This is an optimization exercise on Yosys and OpenROAD, whose aim is small area, a short achievable clock period and few clock cycles per item, not a production implementation. Function was checked by simulation only, so behaviour that the tests miss may differ from the original. Power figures rest on the tool's default switching activity, not on a simulated workload.

## tundra
## ep_filter_stream
module ep_filter_stream #(
  parameter int unsigned PIX_W = 8,
  parameter int unsigned WIN   = 3,
  parameter int unsigned WGT_W = 4
) (
  input  logic                     clk,
  input  logic                     rst_n,
  input  logic                     in_valid,
  output logic                     in_ready,
  input  logic [WIN*WIN*PIX_W-1:0] in_win,
  input  logic                     in_sof,
  input  logic                     in_eol,
  input  logic [3:0]               thr_shift,
  input  logic                     bypass,
  output logic                     out_valid,
  input  logic                     out_ready,
  output logic [PIX_W-1:0]         out_pix,
  output logic                     out_sof,
  output logic                     out_eol
);
Settings: LEC_CHECK=0, ABC_AREA=1, CAP_MARGIN=20, CORE_MARGIN=2, CORE_UTILIZATION=40, CTS_BUF_LIST=sky130_fd_sc_hd__clkbuf_8, CTS_CLUSTER_DIAMETER=50, CTS_CLUSTER_SIZE=16, SETUP_SLACK_MARGIN=2.0, SLEW_MARGIN=20, SYNTH_HIERARCHICAL=1; clock period 5.0 ns.
run.sh (not shown) runs the stock make flow with config.mk's settings and CLKGATE_MAP_FILE= SYNTH_SCRIPT=/design/flow/synth_recipe.tcl, a recipe that flattens the netlist after the stock synthesis.
Testbench counts of tundra, summed over its fixed seeds: cycles 16,064, items 16,000.
### tundra -> yarrow
==> flow/flow/run.sh (new file) <==
#!/bin/bash
# The standard layout (the standard.sh, unchanged), except that the port buffers that
# global placement inserts on every input and output are sky130_fd_sc_hd__buf_2 cells rather
# than the resizer's default pick; timing repair still resizes them where it needs to.
# The ORFS tools write their logs under orfs/logs/; make's own output goes to standard.log.
set -euo pipefail
bash standard.sh BUFFER_PORTS_ARGS="-buffer_cell sky130_fd_sc_hd__buf_2" finish > standard.log 2>&1
==> flow/standard.sh (new file) <==
#!/bin/bash
# synth_recipe.tcl (not shown) runs the flow's synth.tcl, then flattens the netlist and writes it again
# the make line also repeats each setting of config.mk as NAME=value (left out here)
make -C /OpenROAD-flow-scripts/flow DESIGN_CONFIG=/design/flow/config.mk WORK_HOME=/design/flow/orfs CLKGATE_MAP_FILE= SYNTH_SCRIPT=/design/flow/synth_recipe.tcl "${@:-finish}"
removed: flow/run.sh
Re final critical delay including setup and external delays: yarrow is 0.014 ns up on tundra.
~same power in tundra and yarrow
The final reports for yarrow and tundra show post-detailed-route wirelength per cell higher in the former.
Between tundra and yarrow, the difference in total wire length after detailed routing is negligible.
Looking at final-layout clock buffer total, yarrow sits about 1.9% lower than tundra does.

---

ep_filter_stream, a different RTL version from the one above (not shown whole).
For scale: about 3000 cells after synthesis, roughly 480 flip-flops, about 0.030 mm² of cells after synthesis.
clock: 5.0 ns
lec_check: 0
abc_area: 1
cap_margin: 20
core_margin: 2
core_utilization: 40
cts_buf_list: sky130_fd_sc_hd__clkbuf_8
cts_cluster_diameter: 50
cts_cluster_size: 16
setup_slack_margin: 2.1
slew_margin: 20
synth_hierarchical: 1
standard.sh (not shown) runs the stock make flow with config.mk's settings and CLKGATE_MAP_FILE= SYNTH_SCRIPT=/design/flow/synth_recipe.tcl, a recipe that flattens the netlist after the stock synthesis.
==> flow/flow/run.sh <==
#!/bin/bash
# The standard layout (the standard.sh and synthesis script, unchanged), except that:
#  - the port buffers that global placement inserts on every input and output are
#    sky130_fd_sc_hd__buf_2 cells rather than the resizer's default pick (timing repair still
#    resizes them where it needs to);
#  - synthesis maps adders with Yosys's default (Brent-Kung) carry-lookahead instead of ORFS's
#    Kogge-Stone extra map: SYNTH_OPERATIONS_ARGS replaces that extra map with -noshare, which
#    the standard flow's synthesis script passes to every synth call anyway.
# The ORFS tools write their logs under orfs/logs/; make's own output goes to standard.log.
set -euo pipefail
bash standard.sh BUFFER_PORTS_ARGS="-buffer_cell sky130_fd_sc_hd__buf_2" SYNTH_OPERATIONS_ARGS="-noshare" finish > standard.log 2>&1
Testbench counts at the start, summed over its fixed seeds: cycles 16,064, items 16,000.
Next try:
==> flow/flow/run.sh (replaced) <==
#!/bin/bash
# The standard layout (the standard.sh, unchanged), except that the port buffers that
# global placement inserts on every input and output are sky130_fd_sc_hd__buf_2 cells rather
# than the resizer's default pick; timing repair still resizes them where it needs to.
# The ORFS tools write their logs under orfs/logs/; make's own output goes to standard.log.
set -euo pipefail
bash standard.sh BUFFER_PORTS_ARGS="-buffer_cell sky130_fd_sc_hd__buf_2" finish > standard.log 2>&1
Result: Area after synthesis grows by 2.2%. Cell area hardly moves. Count of clock-buffer cells in the layout shrinks by 4. Sequential power is about the same. First-iteration DRC count grows by 7.6%. Routed wire length grows by 4.8%. Via count grows by 5.6%. Power grows by 6.3%. Clock power shrinks by 7.6%. Global-route usage grows by 0.63 points.

---

== run 1 ==
Starting RTL as in the previous note.
==> flow/config.mk <==
export PLATFORM = sky130hd
export DESIGN_NAME = ep_filter_stream
export DESIGN_NICKNAME = ep_filter_stream
export VERILOG_FILES = /design/flow/design.v
export SDC_FILE = /design/flow/constraint.sdc
export NUM_CORES = 4
export LEC_CHECK = 0
export ABC_AREA = 1
export CAP_MARGIN = 20
export CORE_MARGIN = 2
export CORE_UTILIZATION = 40
export CTS_BUF_LIST = sky130_fd_sc_hd__clkbuf_4
export CTS_CLUSTER_DIAMETER = 35
export CTS_CLUSTER_SIZE = 10
export SETUP_SLACK_MARGIN = 2.1
export SLEW_MARGIN = 20
export SYNTH_HIERARCHICAL = 1
==> flow/constraint.sdc <==
create_clock -name core_clock -period 5.0 [get_ports {clk}]
set_input_delay 1.0000 -clock core_clock [delete_from_list [all_inputs] [get_ports {clk}]]
set_output_delay 1.0000 -clock core_clock [all_outputs]
set_load 0.01 [all_outputs]
==> flow/flow/run.sh <==
#!/bin/bash
# The standard layout (the standard.sh, unchanged), except that the port buffers that
# global placement inserts on every input and output are sky130_fd_sc_hd__buf_2 cells rather
# than the resizer's default pick; timing repair still resizes them where it needs to.
# The ORFS tools write their logs under orfs/logs/; make's own output goes to standard.log.
set -euo pipefail
bash standard.sh BUFFER_PORTS_ARGS="-buffer_cell sky130_fd_sc_hd__buf_2" finish > standard.log 2>&1
Testbench counts of run 1, summed over its fixed seeds: cycles 16,064, items 16,000.
> inputs changed (run 1 -> run 2)
# run 1
export LEC_CHECK = 0
export ABC_AREA = 1
export CAP_MARGIN = 20
export CORE_MARGIN = 2
export CORE_UTILIZATION = 40
export CTS_BUF_LIST = sky130_fd_sc_hd__clkbuf_4
export CTS_CLUSTER_DIAMETER = 35
export CTS_CLUSTER_SIZE = 10
export SETUP_SLACK_MARGIN = 2.1
export SLEW_MARGIN = 20
export SYNTH_HIERARCHICAL = 1
create_clock -name core_clock -period 5.0 [get_ports {clk}]
# run 2
export LEC_CHECK = 0
export ABC_AREA = 1
export CAP_MARGIN = 20
export CORE_MARGIN = 2
export CORE_UTILIZATION = 40
export CTS_BUF_LIST = sky130_fd_sc_hd__clkbuf_8
export CTS_CLUSTER_DIAMETER = 50
export CTS_CLUSTER_SIZE = 16
export SETUP_SLACK_MARGIN = 2.1
export SLEW_MARGIN = 20
export SYNTH_HIERARCHICAL = 1
export TNS_END_PERCENT = 20
create_clock -name core_clock -period 5.0 [get_ports {clk}]
Findings:
For run 1, the path type of the worst min-delay path was primary input to asynchronous set/reset pin, unlike run 2, where it was register to register. Between run 2 and run 1, it is run 2 whose layout clock buffer count is lower, by about 50%. Compared with run 1, run 2 shows a higher global-route usage. Run 2 -> run 1: post-synthesis area per instance delta 0, exact match. Looking only at post-CTS resize count, and setting everything else aside, the higher value of run 1 and run 2 goes to run 2. When the final numbers for run 1 and run 2 were put side by side, the worst supply voltage drop on vdd turned out to be greater in run 1. Reported for run 1 and run 2, number of multi-input logic gates turned out identical to the last digit. Run 1 → run 2: multi-input combinational area share shows an increase of 0.43 points; total wirelength of the detailed-routed design increased by 1.4% relative to the old numbers. Compared with run 1, run 2 shows a higher count of non-CTS buffers in the layout. Compared run 2 vs run 1, and wire length the detailed router placed on met1 is up in run 2.

-- separate check: timing with driven ports --
The flow's constraints put no driver on any port. The routed layouts listed below were extracted and timed again, unchanged, in two steps. Step 1: set_driving_cell puts a clkbuf_16 on clk and a buf_2 on each other input, an assumption about the parent block. Step 2 adds t to the input delays and takes it off the output delays; t is the mean of the earliest and latest rising clock arrival at the registers after step 1. Input paths then give back, and output paths get back, about the clock's delay inside the block. Three values: ideal ports, drivers, drivers and shift; two values: the first two.
run	t, ns	setup WS [ns]	worst hold slack (ns)	worst register clock-pin slew, ns	worst data-port slew with drivers (ns)
tundra	0.726	2.039 / 2.039 / 1.360	0.326 / 0.326 / 0.326	0.10 / 0.10	0.13
yarrow	0.737	2.025 / 2.025 / 1.295	0.318 / 0.283 / 0.318	0.11 / 0.11	0.12
the first run of note 2	0.720	2.065 / 2.056 / 1.335	0.323 / 0.301 / 0.323	0.11 / 0.11	0.12
the second run of note 2	0.722	2.098 / 2.039 / 1.317	0.320 / 0.294 / 0.320	0.10 / 0.10	0.14
run 1	0.915	2.149 / 2.126 / 1.211	0.104 / 0.066 / 0.310	0.11 / 0.11	0.13
run 2	0.746	2.076 / 2.043 / 1.297	0.298 / 0.276 / 0.298	0.10 / 0.10	0.15
After both steps every run listed still meets setup and hold. For run 1, which loses most, drivers alone change the setup slack by -0.023 ns; drivers and shift together by -0.938 ns.
